What follows belongs to an exercise in optimizing a design on an open flow for small area and a short achievable clock period; a production flow would make more cautious choices. No functional check of the RTL was part of any run shown here.

$ cat flow/flow/run.sh
#!/bin/bash
set -o pipefail
bash standard.sh SETUP_SLACK_MARGIN=50 finish > standard_flow.log 2>&1
$ cat flow/standard.sh
#!/bin/bash
# synth_recipe.tcl (not shown) runs the flow's synth.tcl, then flattens the netlist and writes it again
# the make line also repeats each setting of config.mk as NAME=value (left out here)
make -C /OpenROAD-flow-scripts/flow DESIGN_CONFIG=/design/flow/config.mk WORK_HOME=/design/flow/orfs CLKGATE_MAP_FILE= SYNTH_SCRIPT=/design/flow/synth_recipe.tcl "${@:-finish}"
$ cat flow/config.mk
export PLATFORM = sky130hd
export DESIGN_NAME = alu_core
export DESIGN_NICKNAME = alu_core
export VERILOG_FILES = /design/flow/design.v
export SDC_FILE = /design/flow/constraint.sdc
export NUM_CORES = 4
export LEC_CHECK = 0
export ABC_AREA = 1
export CAP_MARGIN = 20
export CORE_MARGIN = 2
export CORE_UTILIZATION = 40
export SLEW_MARGIN = 20
$ cat flow/constraint.sdc
create_clock -name core_clock -period 200.0 [get_ports {clk}]
set_input_delay 40.0000 -clock core_clock [delete_from_list [all_inputs] [get_ports {clk}]]
set_output_delay 40.0000 -clock core_clock [all_outputs]
set_load 0.01 [all_outputs]
$ cat flow/design.v
package alu_pkg;
  localparam int ALU_DATA_WIDTH = 32;
  localparam logic [7:0] OP_ALU_ADD = 8'h00;
  localparam logic [7:0] OP_ALU_SUB = 8'h01;
  localparam logic [7:0] OP_ALU_AND = 8'h02;
  localparam logic [7:0] OP_ALU_OR  = 8'h03;
  localparam logic [7:0] OP_ALU_XOR = 8'h04;
  localparam logic [7:0] OP_ALU_INV = 8'h05;
  localparam logic [7:0] OP_ALU_SLT = 8'h06;
  localparam logic [7:0] OP_ALU_SLL = 8'h07;
  localparam logic [7:0] OP_ALU_SRL = 8'h08;
  localparam logic [7:0] OP_ALU_SRA = 8'h09;
  localparam logic [7:0] OP_ALU_MUL = 8'h0A;
  localparam logic [7:0] OP_ALU_DIV = 8'h0B;
  localparam logic [7:0] OP_ALU_MOD = 8'h0C;
endpackage
module alu_prefix_add #(
  parameter int W  = 8,
  parameter int PT = 0    
) (
  input  logic [W-1:0] x,
  input  logic [W-1:0] y,
  input  logic         cin,
  output logic [W-1:0] s,
  output logic         cout
);
  localparam int L = (W > 1) ? $clog2(W) : 1;
  logic [W-1:0] p0, g0, gg, pp;
  always_comb begin
    p0 = x ^ y;
    g0 = x & y;
    gg = g0;
    pp = p0;
    gg[0] = g0[0] | (p0[0] & cin);
    if (PT == 0) begin
      for (int l = 0; l < L; l++) begin
        for (int i = W - 1; i >= 0; i--) begin
          if ((i >> l) & 1) begin
            gg[i] = gg[i] | (pp[i] & gg[((i >> l) << l) - 1]);
            pp[i] = pp[i] & pp[((i >> l) << l) - 1];
          end
        end
      end
    end else if (PT == 1) begin
      for (int l = 0; l < L; l++) begin
        for (int i = (1 << (l + 1)) - 1; i < W; i += (1 << (l + 1))) begin
          gg[i] = gg[i] | (pp[i] & gg[i - (1 << l)]);
          pp[i] = pp[i] & pp[i - (1 << l)];
        end
      end
      for (int l = L - 2; l >= 0; l--) begin
        for (int i = 3 * (1 << l) - 1; i < W; i += (1 << (l + 1))) begin
          gg[i] = gg[i] | (pp[i] & gg[i - (1 << l)]);
          pp[i] = pp[i] & pp[i - (1 << l)];
        end
      end
    end else begin
      for (int i = 1; i < W; i++) gg[i] = gg[i] | (pp[i] & gg[i-1]);
    end
    s[0] = p0[0] ^ cin;
    for (int i = 1; i < W; i++) s[i] = p0[i] ^ gg[i-1];
    cout = gg[W-1];
  end
endmodule
module alu_divider #(
  parameter int PT = 0
) (
  input  logic        i_div,     
  input  logic [31:0] i_y,       
  input  logic [31:0] i_lsb,     
  input  logic [31:0] i_msel,    
  input  logic [31:0] i_hb,      
  output logic [31:0] o_sel,     
  output logic [31:0] o_f        
);
  logic [31:0] rout [0:31];
  for (genvar j = 31; j >= 0; j--) begin : g_row
    localparam int W = 32 - j;
    logic [W-1:0] x, s;
    logic         co;
    if (j == 31) begin : g_top
      assign x = i_lsb[j];
    end else begin : g_mid
      assign x = {rout[j+1][W-2:0], i_lsb[j]};
    end
    alu_prefix_add #(.W(W), .PT(PT)) u_add (.x(x), .y(i_y[W-1:0]), .cin(i_div), .s(s), .cout(co));
    assign o_sel[j] = i_div ? (co & ~i_hb[j]) : i_msel[j];
    if (W < 32) begin : g_pad
      assign rout[j] = {{(32-W){1'b0}}, (o_sel[j] ? s : x)};
    end else begin : g_full
      assign rout[j] = o_sel[j] ? s : x;
    end
  end
  assign o_f = rout[0];
endmodule
module alu_core
#(
  parameter int DATA_WIDTH = alu_pkg::ALU_DATA_WIDTH
) (
  input  logic                  clk,
  input  logic                  rst_n,
  input  logic [7:0]            i_alu_op,
  input  logic [DATA_WIDTH-1:0] i_a,
  input  logic [DATA_WIDTH-1:0] i_b,
  output logic [DATA_WIDTH-1:0] o_c,
  output logic                  o_zero,
  output logic                  o_div0,
  output logic [DATA_WIDTH-1:0] o_c_q,
  output logic                  o_zero_q
);
  function automatic logic [31:0] cneg(input logic [31:0] x, input logic inv, input logic inc);
    logic [31:0] r;
    logic        any;
    any = 1'b0;
    for (int k = 0; k < 32; k++) begin
      r[k] = x[k] ^ (inv & ~(inc & ~any));
      any  = any | x[k];
    end
    cneg = r;
  endfunction
  logic [7:0]  op;
  logic [31:0] a, b;
  assign op = i_alu_op;
  assign a  = i_a;
  assign b  = i_b;
  logic valid;
  logic is_add, is_sub, is_and, is_or, is_xor, is_inv, is_slt;
  logic is_sll, is_srl, is_sra, is_mul, is_div, is_rem;
  assign valid  = (op[7:4] == 4'd0);
  assign is_add = valid & (op[3:0] == 4'h0);
  assign is_sub = valid & (op[3:0] == 4'h1);
  assign is_and = valid & (op[3:0] == 4'h2);
  assign is_or  = valid & (op[3:0] == 4'h3);
  assign is_xor = valid & (op[3:0] == 4'h4);
  assign is_inv = valid & (op[3:0] == 4'h5);
  assign is_slt = valid & (op[3:0] == 4'h6);
  assign is_sll = valid & (op[3:0] == 4'h7);
  assign is_srl = valid & (op[3:0] == 4'h8);
  assign is_sra = valid & (op[3:0] == 4'h9);
  assign is_mul = valid & (op[3:0] == 4'hA);
  assign is_div = valid & (op[3:0] == 4'hB);
  assign is_rem = valid & (op[3:0] == 4'hC);
  logic        dm, divrem, b_zero;
  logic [31:0] onehot, abs_b, bd, dvd, y, lsb, msel, hb;
  assign divrem = (op[3:0] == 4'hB) | (op[3:0] == 4'hC);
  assign dm     = divrem | (op[3:0] == 4'h8) | (op[3:0] == 4'h9);
  assign b_zero = (b == 32'd0);
  always_comb begin
    for (int k = 0; k < 32; k++) onehot[k] = (b[4:0] == k[4:0]);
  end
  assign abs_b = cneg(b, b[31], b[31]);
  assign bd    = divrem ? abs_b : onehot;
  assign dvd   = cneg(a, a[31] & (divrem | (op[3:0] == 4'h9)), a[31] & divrem);
  assign y     = dm ? ~bd : a;
  assign lsb   = dm ? dvd : 32'd0;
  assign msel  = (op[3:0] == 4'hA) ? b : onehot;
  always_comb begin
    hb[0] = 1'b0;
    for (int j = 1; j < 32; j++) hb[j] = |(bd >> (32 - j));
  end
  logic [31:0] qsel, f;
  alu_divider u_divider (
    .i_div (dm),
    .i_y   (y),
    .i_lsb (lsb),
    .i_msel(msel),
    .i_hb  (hb),
    .o_sel (qsel),
    .o_f   (f)
  );
  logic        negq, n_inv, n_inc;
  logic [31:0] n_x, arr_res;
  assign negq    = (a[31] ^ b[31]) & ~b_zero;
  assign n_x     = (is_div | is_srl | is_sra) ? qsel : f;
  assign n_inc   = (is_div & negq) | (is_rem & a[31]);
  assign n_inv   = n_inc | (is_sra & a[31]);
  assign arr_res = cneg(n_x, n_inv, n_inc);
  logic        sub;
  logic [31:0] sum;
  logic        slt;
  assign sub = ~is_add;
  assign sum = a + (b ^ {32{sub}}) + {31'd0, sub};
  assign slt = (a[31] ^ b[31]) ? a[31] : sum[31];
  logic [31:0] c_d;
  logic        zero_d;
  always_comb begin
    c_d = ({32{is_add | is_sub}} & sum)
        | ({32{is_and}} & (a & b))
        | ({32{is_or}}  & (a | b))
        | ({32{is_xor}} & (a ^ b))
        | ({32{is_inv}} & ~a)
        | {31'd0, is_slt & slt}
        | ({32{is_sll | is_srl | is_sra | is_mul | is_div | is_rem}} & arr_res);
    zero_d = (c_d == 32'd0);
  end
  assign o_c    = c_d;
  assign o_zero = zero_d;
  assign o_div0 = (is_div | is_rem) & b_zero;
  always_ff @(posedge clk or negedge rst_n) begin
    if (!rst_n) begin
      o_c_q    <= {DATA_WIDTH{1'b0}};
      o_zero_q <= 1'b0;
    end else begin
      o_c_q    <= c_d;
      o_zero_q <= zero_d;
    end
  end
endmodule
==> key figures, run 1 <==
Global route
  • Global-route wire length before repair: approximately 240 mm
  • Initial antenna violation count: 1
  • Largest net degree at the start of global routing: about 50
  • Vias in the first global route: ~39000
  • Global-route congestion overflow total: 0
  • Total track usage: approximately 32%

Placement
  • Final HPWL DP: 124 mm
  • Final weighted congestion in routability-driven placement: 1.05
  • Placed cells: 7299
  • Port Buffer Count: 140

Detailed routing
  • Post-Route WL: 163 mm
  • Average detailed-routed wire length per instance: 21.3 um
  • Count of unresolved DRC violations after routing: 0
  • Mean number of vias per cell: 5.60
  • Number of violations reported at the end of detailed-routing iteration 0: 4108
  • Routed Antenna Nets: 0
  • Via total after detailed routing: 42800
  • Router iterations before antenna repair: 6

Worst hold path
  • Worst min-delay path class: in2async

Synthesis
  • Register bit count reported by yosys: 33
  • Async SR Flop Fraction: 100%
  • EDFF count, synth: 0
  • Cell count after synthesis: 6004
  • Warning count from the yosys run: 35
  • Sequential fraction of the synthesis area: 2.21%
  • Syn_nets: 6795
  • Cell Area, Synth: 37400 um^2
  • Post-Syn Area per Cell: 6.22 um^2
  • Distinct cell type count after synthesis: a little under 70
  • Prevailing post-synth register cell: sky130_fd_sc_hd__dfrtp_1
  • Most area-hungry cell type in the Yosys netlist: sky130_fd_sc_hd__ha_1
  • Most area-consuming cells after synthesis: sky130_fd_sc_hd__ha_1 19%, sky130_fd_sc_hd__nand2_1 16%, sky130_fd_sc_hd__nand3_1 10%, sky130_fd_sc_hd__fa_1 8.7%, sky130_fd_sc_hd__inv_1 6.5%
  • Fraction of synthesized cell area taken by the top area cell type: 18.6%

Floorplan
  • Num rows: 112
  • Die Footprint: approximately 96000 um^2
  • Vertical die dimension: 310 um
  • Num ports: 141
  • Placeable Area: 92900 um^2
  • Chip width: 310 um
  • Effective utilization at floorplan: 40.2%

Cells and area
  • Final non-filler cell total: 7644
  • Final nets: 7181
  • Layout area overhead: 22.4%
  • Antenna Diode Count: 0
  • Share of cells above drive strength 1: 20.8%

Setup path
  • Startpoint type of the worst setup path: primary input
  • Delay of the slowest cell on the worst path: 0.56 ns
  • Worst setup path end: o_c[29]
  • Launch point of the critical path: i_b[1]
  • CP most frequent cell: sky130_fd_sc_hd__nand2_1
  • Worst setup path class: in2out
  • Total stage count of the critical path: 500
  • Arrival time of the worst setup path: 106.61 ns
  • Required time at the endpoint of the critical path: 160.00 ns
  • Slowest cell on the critical path: sky130_fd_sc_hd__clkdlybuf4s50_1
  • Largest fanout on the critical path: 19
  • Worst path bufs/invs: 51
  • Gate family responsible for the most delay along the worst path: simple AND/OR/NAND/NOR gates
  • CP Capture Type: output pin

Clocking
  • Number of buffers created by CTS: 5
  • H-tree level count: 2
  • Clock net sink count: 33
  • CTS root buffer: sky130_fd_sc_hd__clkbuf_16
  • Clk slew on worst S/H paths: 0.05 ns
  • TritonCTS clock tree: built
  • Buffer levels on the longest clock path: 2

Outcome
  • Outcome: timing/DRC/antenna clean

STA
  • Number of max-slew violations in the final report: 0
  • Fmax: between 0.006 and 0.007 GHz
  • Min cycle time layout: roughly 150 ns
  • Final worst-path cycle share: 73.3%
  • Hold Violations, Final: 0
  • Worst hold slack: ~40 ns
  • Worst max-slew margin expressed relative to the limit: around an eighth
  • Slew of the pin with the lowest slew margin: 1.30 ns
  • Setup TNS after final layout: 0 ns
  • Final Setup Violations: 0
  • RSZ-0062 raised after global routing: false

Run
  • # Max-Cap Violations: 0
==> cell type report <==
cell class / count / area (um^2)
fillers: 9633 / 47200
multi-input cells: 5134 / 35500
repair buffers: 519 / 4790
inverters: 686 / 2820
well taps: 1254 / 1570
flip-flops and latches: 33 / 826
clock buffers: 7 / 143
repair inverters: 11 / 81.3
==> worst min-delay path by stage <==
| stage | end | slack, ns |
|---|---|---|
| floorplan | o_c_q[0] | 39.70 |
| global placement | o_c_q[17] | 40.44 |
| detailed placement | o_c_q[17] | 40.43 |
| CTS | o_c_q[15] | 40.13 |
| global route | o_c_q[15] | 40.16 |
| finish | o_c_q[15] | 40.12 |
==> cells in the final DEF, fill, tap and decap left out, types with 43 or more instances in the layout <==
cell type and instances:
sky130_fd_sc_hd__nand2_1 1460, sky130_fd_sc_hd__nand3_1 708, sky130_fd_sc_hd__inv_1 612, sky130_fd_sc_hd__ha_1 523, sky130_fd_sc_hd__buf_4 336, sky130_fd_sc_hd__a21oi_1 323, sky130_fd_sc_hd__nor2_1 240, sky130_fd_sc_hd__xor2_1 188
sky130_fd_sc_hd__o21ai_0 186, sky130_fd_sc_hd__nand2_2 170, sky130_fd_sc_hd__or2_2 170, sky130_fd_sc_hd__fa_1 134, sky130_fd_sc_hd__nand3_2 120, sky130_fd_sc_hd__xnor2_1 105, sky130_fd_sc_hd__clkdlybuf4s50_1 81, sky130_fd_sc_hd__and2_1 78
sky130_fd_sc_hd__a21o_1 54, sky130_fd_sc_hd__nor3_1 47, sky130_fd_sc_hd__o21ai_2 43, sky130_fd_sc_hd__dlymetal6s2s_1 43
==> routing by layer <==
metal  wire, um  global-route usage [%]  part of all wire, %
met1      69900                    43.5                   43
met2      69900                    50.2                   43
met3      12800                    3.90                  7.9
met4      10400                    16.6                  6.4
met5         13                       0               0.0080
==> cells in the mapped netlist, drive strengths merged, types with 2 or more instances <==
master / n
a2111oi: 2
a211oi: 47
a21boi: 4
a21o: 54
a21oi: 369
a221oi: 18
a31oi: 19
and2: 90
buf: 101
clkbuf: 50
clkinv: 9
dfrtp: 33
dlygate4sd1: 4
dlygate4sd3: 8
fa: 162
ha: 555
inv: 677
nand2: 1668
nand3: 836
nand3b: 12
nand4: 30
nor2: 308
nor3: 62
nor3b: 4
nor4: 9
o2111ai: 3
o211ai: 38
o21a: 8
o21ai: 283
o21bai: 25
o221ai: 9
o22ai: 5
o311ai: 2
o31ai: 12
or2: 190
xnor2: 105
xor2: 188
==> cell families after synthesis <==
kind of cell / share of synthesized area (%)
simple gates: 39.5
flops: 2.21
mux: 0.0268
buf+inv: 10.2
fa+ha+maj: 27.3
xor+xnor: 6.87
compound gates: 14.0
==> stage by stage <==
step           cell area [um^2]  setup slack (ns)  utilization (%)
5_1_grt                   45800             49.01             49.2
2_1_floorplan             37400             52.10                -
4_1_cts                   41800             49.97             45.0
3_3_place_gp              39800             38.62             42.8
6_report                  45800             53.39             49.2
3_5_place_dp              39800             35.92             42.8
==> flip-flops by register name, summed over array words and instances (netlist names) <==
signal	flops
o_zero_q	1
o_c_q	32
==> repair_timing <==
action | in CTS | in global routing
pin swaps | 33 | 276
cloned | 22 | 12
buffers inserted | 86 | 214
hold buffers | 0 | 0
resized for setup | 243 | 593
endpoints found under the setup margin | 33 | 33
==> run 2, diff against run 1 <==
--- a/flow/design.v
+++ b/flow/design.v
@@ -16,6 +16,5 @@
 endpackage
 module alu_prefix_add #(
-  parameter int W  = 8,
-  parameter int PT = 0    
+  parameter int W = 8
 ) (
   input  logic [W-1:0] x,
@@ -26,44 +25,30 @@
 );
   localparam int L = (W > 1) ? $clog2(W) : 1;
-  logic [W-1:0] p0, g0, gg, pp;
+  logic [W-1:0] p0, g0;
+  logic [W-1:0] gg [0:L];
+  logic [W-1:0] pp [0:L];
   always_comb begin
     p0 = x ^ y;
     g0 = x & y;
-    gg = g0;
-    pp = p0;
-    gg[0] = g0[0] | (p0[0] & cin);
-    if (PT == 0) begin
-      for (int l = 0; l < L; l++) begin
-        for (int i = W - 1; i >= 0; i--) begin
-          if ((i >> l) & 1) begin
-            gg[i] = gg[i] | (pp[i] & gg[((i >> l) << l) - 1]);
-            pp[i] = pp[i] & pp[((i >> l) << l) - 1];
-          end
+    gg[0] = g0;
+    pp[0] = p0;
+    gg[0][0] = g0[0] | (p0[0] & cin);
+    for (int l = 0; l < L; l++) begin
+      for (int i = 0; i < W; i++) begin
+        if ((i >> l) & 1) begin
+          gg[l+1][i] = gg[l][i] | (pp[l][i] & gg[l][((i >> l) << l) - 1]);
+          pp[l+1][i] = pp[l][i] & pp[l][((i >> l) << l) - 1];
+        end else begin
+          gg[l+1][i] = gg[l][i];
+          pp[l+1][i] = pp[l][i];
         end
       end
-    end else if (PT == 1) begin
-      for (int l = 0; l < L; l++) begin
-        for (int i = (1 << (l + 1)) - 1; i < W; i += (1 << (l + 1))) begin
-          gg[i] = gg[i] | (pp[i] & gg[i - (1 << l)]);
-          pp[i] = pp[i] & pp[i - (1 << l)];
-        end
-      end
-      for (int l = L - 2; l >= 0; l--) begin
-        for (int i = 3 * (1 << l) - 1; i < W; i += (1 << (l + 1))) begin
-          gg[i] = gg[i] | (pp[i] & gg[i - (1 << l)]);
-          pp[i] = pp[i] & pp[i - (1 << l)];
-        end
-      end
-    end else begin
-      for (int i = 1; i < W; i++) gg[i] = gg[i] | (pp[i] & gg[i-1]);
     end
     s[0] = p0[0] ^ cin;
-    for (int i = 1; i < W; i++) s[i] = p0[i] ^ gg[i-1];
-    cout = gg[W-1];
+    for (int i = 1; i < W; i++) s[i] = p0[i] ^ gg[L][i-1];
+    cout = gg[L][W-1];
   end
 endmodule
-module alu_divider #(
-  parameter int PT = 0
-) (
+module alu_divider (
   input  logic        i_div,     
   input  logic [31:0] i_y,       
@@ -84,5 +69,5 @@
       assign x = {rout[j+1][W-2:0], i_lsb[j]};
     end
-    alu_prefix_add #(.W(W), .PT(PT)) u_add (.x(x), .y(i_y[W-1:0]), .cin(i_div), .s(s), .cout(co));
+    alu_prefix_add #(.W(W)) u_add (.x(x), .y(i_y[W-1:0]), .cin(i_div), .s(s), .cout(co));
     assign o_sel[j] = i_div ? (co & ~i_hb[j]) : i_msel[j];
     if (W < 32) begin : g_pad
==> flow/run.sh (new file) <==
#!/bin/bash
# synth_recipe.tcl (not shown) runs the flow's synth.tcl, then flattens the netlist and writes it again
# the make line also repeats each setting of config.mk as NAME=value (left out here)
make -C /OpenROAD-flow-scripts/flow DESIGN_CONFIG=/design/flow/config.mk WORK_HOME=/design/flow/orfs CLKGATE_MAP_FILE= SYNTH_SCRIPT=/design/flow/synth_recipe.tcl finish
--- a/flow/config.mk
+++ b/flow/config.mk
@@ -6,5 +6,4 @@
 export NUM_CORES = 4
 export LEC_CHECK = 0
-export ABC_AREA = 1
 export CAP_MARGIN = 20
 export CORE_MARGIN = 2
removed: flow/flow/run.sh
removed: flow/standard.sh
==> run 2 against run 1 <==
Net effect: highest routed layer unchanged; flip-flop and latch count did not move; fmax fell by 21%; first-iteration DRC count rose by 54%; non-clock buffer count fell by 231; critical endpoint is now o_zero.
==> key figures, run 2 <==
Outcome
  • Outcome: timing/DRC/antenna clean

Setup path
  • Required time at the endpoint of the critical path: 160.00 ns (about the same)
  • Launch point of the critical path: i_b[1]
  • Worst setup path end: o_zero
  • Arrival time of the worst setup path: 146.44 ns (+39.83 ns)
  • Slowest cell on the critical path: sky130_fd_sc_hd__a2111oi_0
  • CP most frequent cell: sky130_fd_sc_hd__o21ai_0
  • CP Capture Type: output pin
  • Startpoint type of the worst setup path: primary input
  • Delay of the slowest cell on the worst path: 1.00 ns (+0.44 ns)
  • Worst setup path class: in2out
  • Largest fanout on the critical path: 42 (+23)

STA
  • Worst max-slew margin expressed relative to the limit: 11.7% (-1.5 points)
  • Min cycle time layout: 186.44 ns (+39.82 ns)
  • Hold Violations, Final: 0 (unchanged)
  • Slew of the pin with the lowest slew margin: 1.32 ns (+0.0199 ns)
  • Number of max-slew violations in the final report: 0 (unchanged)
  • Setup TNS after final layout: 0 ns (unchanged)
  • Fmax: 0.00536 GHz (-21%)
  • RSZ-0062 raised after global routing: false
  • Final Setup Violations: 0 (unchanged)
  • Final worst-path cycle share: 93.2% (+20 points)

Clocking
  • Setup bufs post-CTS: 0 (-100%)
  • CTS root buffer: sky130_fd_sc_hd__clkbuf_16
  • Buffer levels on the longest clock path: 2 (unchanged)
  • Number of buffers created by CTS: 5 (unchanged)
  • TritonCTS clock tree: built
  • Hold bufs inserted after CTS: 0 (unchanged)
  • Clock net sink count: 33 (unchanged)
  • Quantity of gates resized following cts: 0 (-100%)
  • H-tree level count: 2 (unchanged)
  • Clk slew on worst S/H paths: 0.06 ns (about the same)

Cells and area
  • Core utilization of the finished layout: 44.2% (-5.1 points)
  • Design area: 43500 um^2 (-5.0%)
  • Share of cells above drive strength 1: 6.59% (-14 points)
  • Top library cells by usage in the layout, fill and taps aside: 608 x sky130_fd_sc_hd__nand2_1, 555 x sky130_fd_sc_hd__ha_1, 530 x sky130_fd_sc_hd__nor2_1
  • Final nets: 6497 (-9.5%)
  • Most common cell after layout, fill and taps aside: sky130_fd_sc_hd__nand2_1
  • Largest register FFs: 32 (unchanged)
  • Layout area overhead: 9.42%
  • Most flop-heavy register: o_c_q
  • Biggest regs: o_c_q (32), o_zero_q (1)
  • Final non-filler cell total: 6996 (-8.5%)

Global route
  • Global-route congestion overflow total: 0 (unchanged)
  • Vias in the first global route: 43900 (+12%)
  • Initial antenna violation count: 12 (+11)
  • Largest net degree at the start of global routing: 67 (+31%)
  • Global-route wire length before repair: 307 mm (+30%)
  • Total track usage: 40.4% (+8.2 points)

Detailed routing
  • Router iterations before antenna repair: 8 (+2)
  • Routed Antenna Nets: 0 (unchanged)
  • Via total after detailed routing: 47200 (+10%)
  • Average detailed-routed wire length per instance: 30.6 um (+44%)
  • Number of violations reported at the end of detailed-routing iteration 0: 6306 (+54%)
  • Mean number of vias per cell: 6.75 (+21%)
  • Post-Route WL: 214 mm (+31%)
  • Count of unresolved DRC violations after routing: 0 (unchanged)

Floorplan
  • Effective utilization at floorplan: 40.4% (+0.14 points)
  • Num ports: 141 (unchanged)
  • Placeable Area: 98400 um^2 (+5.9%)
  • Die Footprint: 102000 um^2 (+6.2%)
  • Num rows: 115 (+2.7%)
  • Vertical die dimension: 319 um (+3.1%)
  • Chip width: 319 um (+3.1%)

Synthesis
  • Warning count from the yosys run: 99 (+180%)
  • Most area-consuming cells after synthesis: sky130_fd_sc_hd__ha_1 17%, sky130_fd_sc_hd__fa_1 8.2%, sky130_fd_sc_hd__xnor2_1 6.5%, sky130_fd_sc_hd__a21oi_1 5.9%, sky130_fd_sc_hd__nand2_1 5.8%
  • Syn_nets: 6442 (-5.2%)
  • Cell count after synthesis: 5651 (-5.9%)
  • Distinct cell type count after synthesis: 112 (+62%)
  • Cell Area, Synth: 39700 um^2 (+6.3%)
  • Leading cell type by number of instances after synthesis: sky130_fd_sc_hd__nand2_1
  • Prevailing post-synth register cell: sky130_fd_sc_hd__dfrtp_1
  • Fraction of synthesized cell area taken by the top area cell type: 17.5% (-1.1 points)
  • Most area-hungry cell type in the Yosys netlist: sky130_fd_sc_hd__ha_1
  • Register bit count reported by yosys: 33 (unchanged)
  • Sequential fraction of the synthesis area: 2.08% (-0.13 points)
  • Post-Syn Area per Cell: 7.03 um^2 (+13%)
  • Async SR Flop Fraction: 100% (unchanged)
  • EDFF count, synth: 0 (unchanged)
  • Synth cell count leaders: 609 x sky130_fd_sc_hd__nand2_1, 555 x sky130_fd_sc_hd__ha_1, 533 x sky130_fd_sc_hd__nor2_1

Placement
  • Final HPWL DP: 174 mm (+40%)
  • Placed Area: 43300 um^2 (+8.8%)
  • Final weighted congestion in routability-driven placement: 1.10 (+4.5%)
  • Port Buffer Count: 140 (unchanged)
  • Placed cells: 6986 (-4.3%)

Run
  • # Max-Cap Violations: 0 (unchanged)

Worst hold path
  • Worst min-delay path class: in2async
## run 2: changes by cell type after synthesis, moves of 73 or more
cell	previous run	this run
sky130_fd_sc_hd__a21o_1	54	150
sky130_fd_sc_hd__a21oi_1	363	466
sky130_fd_sc_hd__clkbuf_1	41	168
sky130_fd_sc_hd__inv_1	645	307
sky130_fd_sc_hd__nand2_1	1612	609
sky130_fd_sc_hd__nand2b_1	1	74
sky130_fd_sc_hd__nand3_1	761	98
sky130_fd_sc_hd__nor2_1	286	533
sky130_fd_sc_hd__nor3_1	60	168
sky130_fd_sc_hd__o21a_1	7	108
sky130_fd_sc_hd__o21ai_0	255	372
sky130_fd_sc_hd__or2_2	178	38
sky130_fd_sc_hd__xnor2_1	105	294
## run 2: per-stage QoR
stage	setup WS (ns)	hold WS, ns
4_1_cts	17.33	40.13
3_3_place_gp	18.05	40.42
2_1_floorplan	30.77	39.70
5_1_grt	9.40	40.17
6_report	13.56	40.12
3_5_place_dp	17.68	40.43
## run 2: layer usage
metal / GRT usage, % / share of wire [%]
met5: 0 / 0.036
met4: 25.7 / 8.0
met3: 8.42 / 11
met2: 60.6 / 41
met1: 52.5 / 40
## run 2: cell type report
| cell class | instances | area [um^2] |
|---|---|---|
| timing repair buffer | 288 | 2520 |
| sequential | 33 | 826 |
| clock inverter | 3 | 22.5 |
| fill | 10300 | 55000 |
| inverter | 311 | 1170 |
| antenna | 2 | 5.00 |
| multi-input combinational | 5067 | 37200 |
| clock buffer | 5 | 125 |
| tap | 1287 | 1610 |
## run 2: worst min path at each step
| stage | endpoint | slack [ns] |
|---|---|---|
| after floorplan | o_c_q[0] | 39.70 |
| after global placement | o_c_q[3] | 40.42 |
| after detailed placement | o_c_q[2] | 40.43 |
| after CTS | o_c_q[3] | 40.13 |
| after global routing | o_c_q[2] | 40.17 |
| final | o_c_q[2] | 40.12 |
## run 2: cells by family after synthesis
logic type | count (synthesis) | share of synthesized area, %
and+or+nand+nor | 1934 | 23.1
AOI/OAI and AO/OA | 1903 | 32.2
adders and majority gates | 717 | 25.6
buffers and inverters | 551 | 5.36
xor gates and xnor gates | 446 | 9.83
muxes | 67 | 1.77
DFF | 33 | 2.08
## run 2: worst max-delay path, delay by kind of cell
kind / cells / cell delay (ns)
XOR/XNOR: 2 / 0.76
multiplexers: 5 / 1.99
AO/OA/AOI/OAI: 182 / 57.40
adder cells (fa/ha/maj): 35 / 11.17
AND/OR/NAND/NOR: 98 / 26.09
buffers and inverters: 33 / 8.69

==> afterwards: timing with drivers on the ports <==
The results above use ideal ports. As a check the final layouts listed here were re-extracted and re-timed, cells and wires unchanged.
Step 1 (the two cells are an assumption about what drives the block):
set clk [get_ports {clk}]
set_driving_cell -lib_cell sky130_fd_sc_hd__clkbuf_16 $clk
set_driving_cell -lib_cell sky130_fd_sc_hd__buf_2 [delete_from_list [all_inputs] $clk]
Step 2 also shifts input and output timing later by t, the mid clock arrival at the registers, as if the neighbouring blocks saw the same clock.
Three values: no drivers, after step 1, after step 2; two values: the first two.
run | t, ns | setup slack, ns | slew at the worst register clock pin (ns)
run 1 | 0.303 | 53.385 / 53.305 / 53.305 | 0.05 / 0.05
run 2 | 0.320 | 13.564 / 13.525 / 13.525 | 0.06 / 0.06
After both steps every run listed still meets setup and hold. For run 1, which loses most, drivers alone change the setup slack by -0.080 ns; drivers and shift together by -0.080 ns.
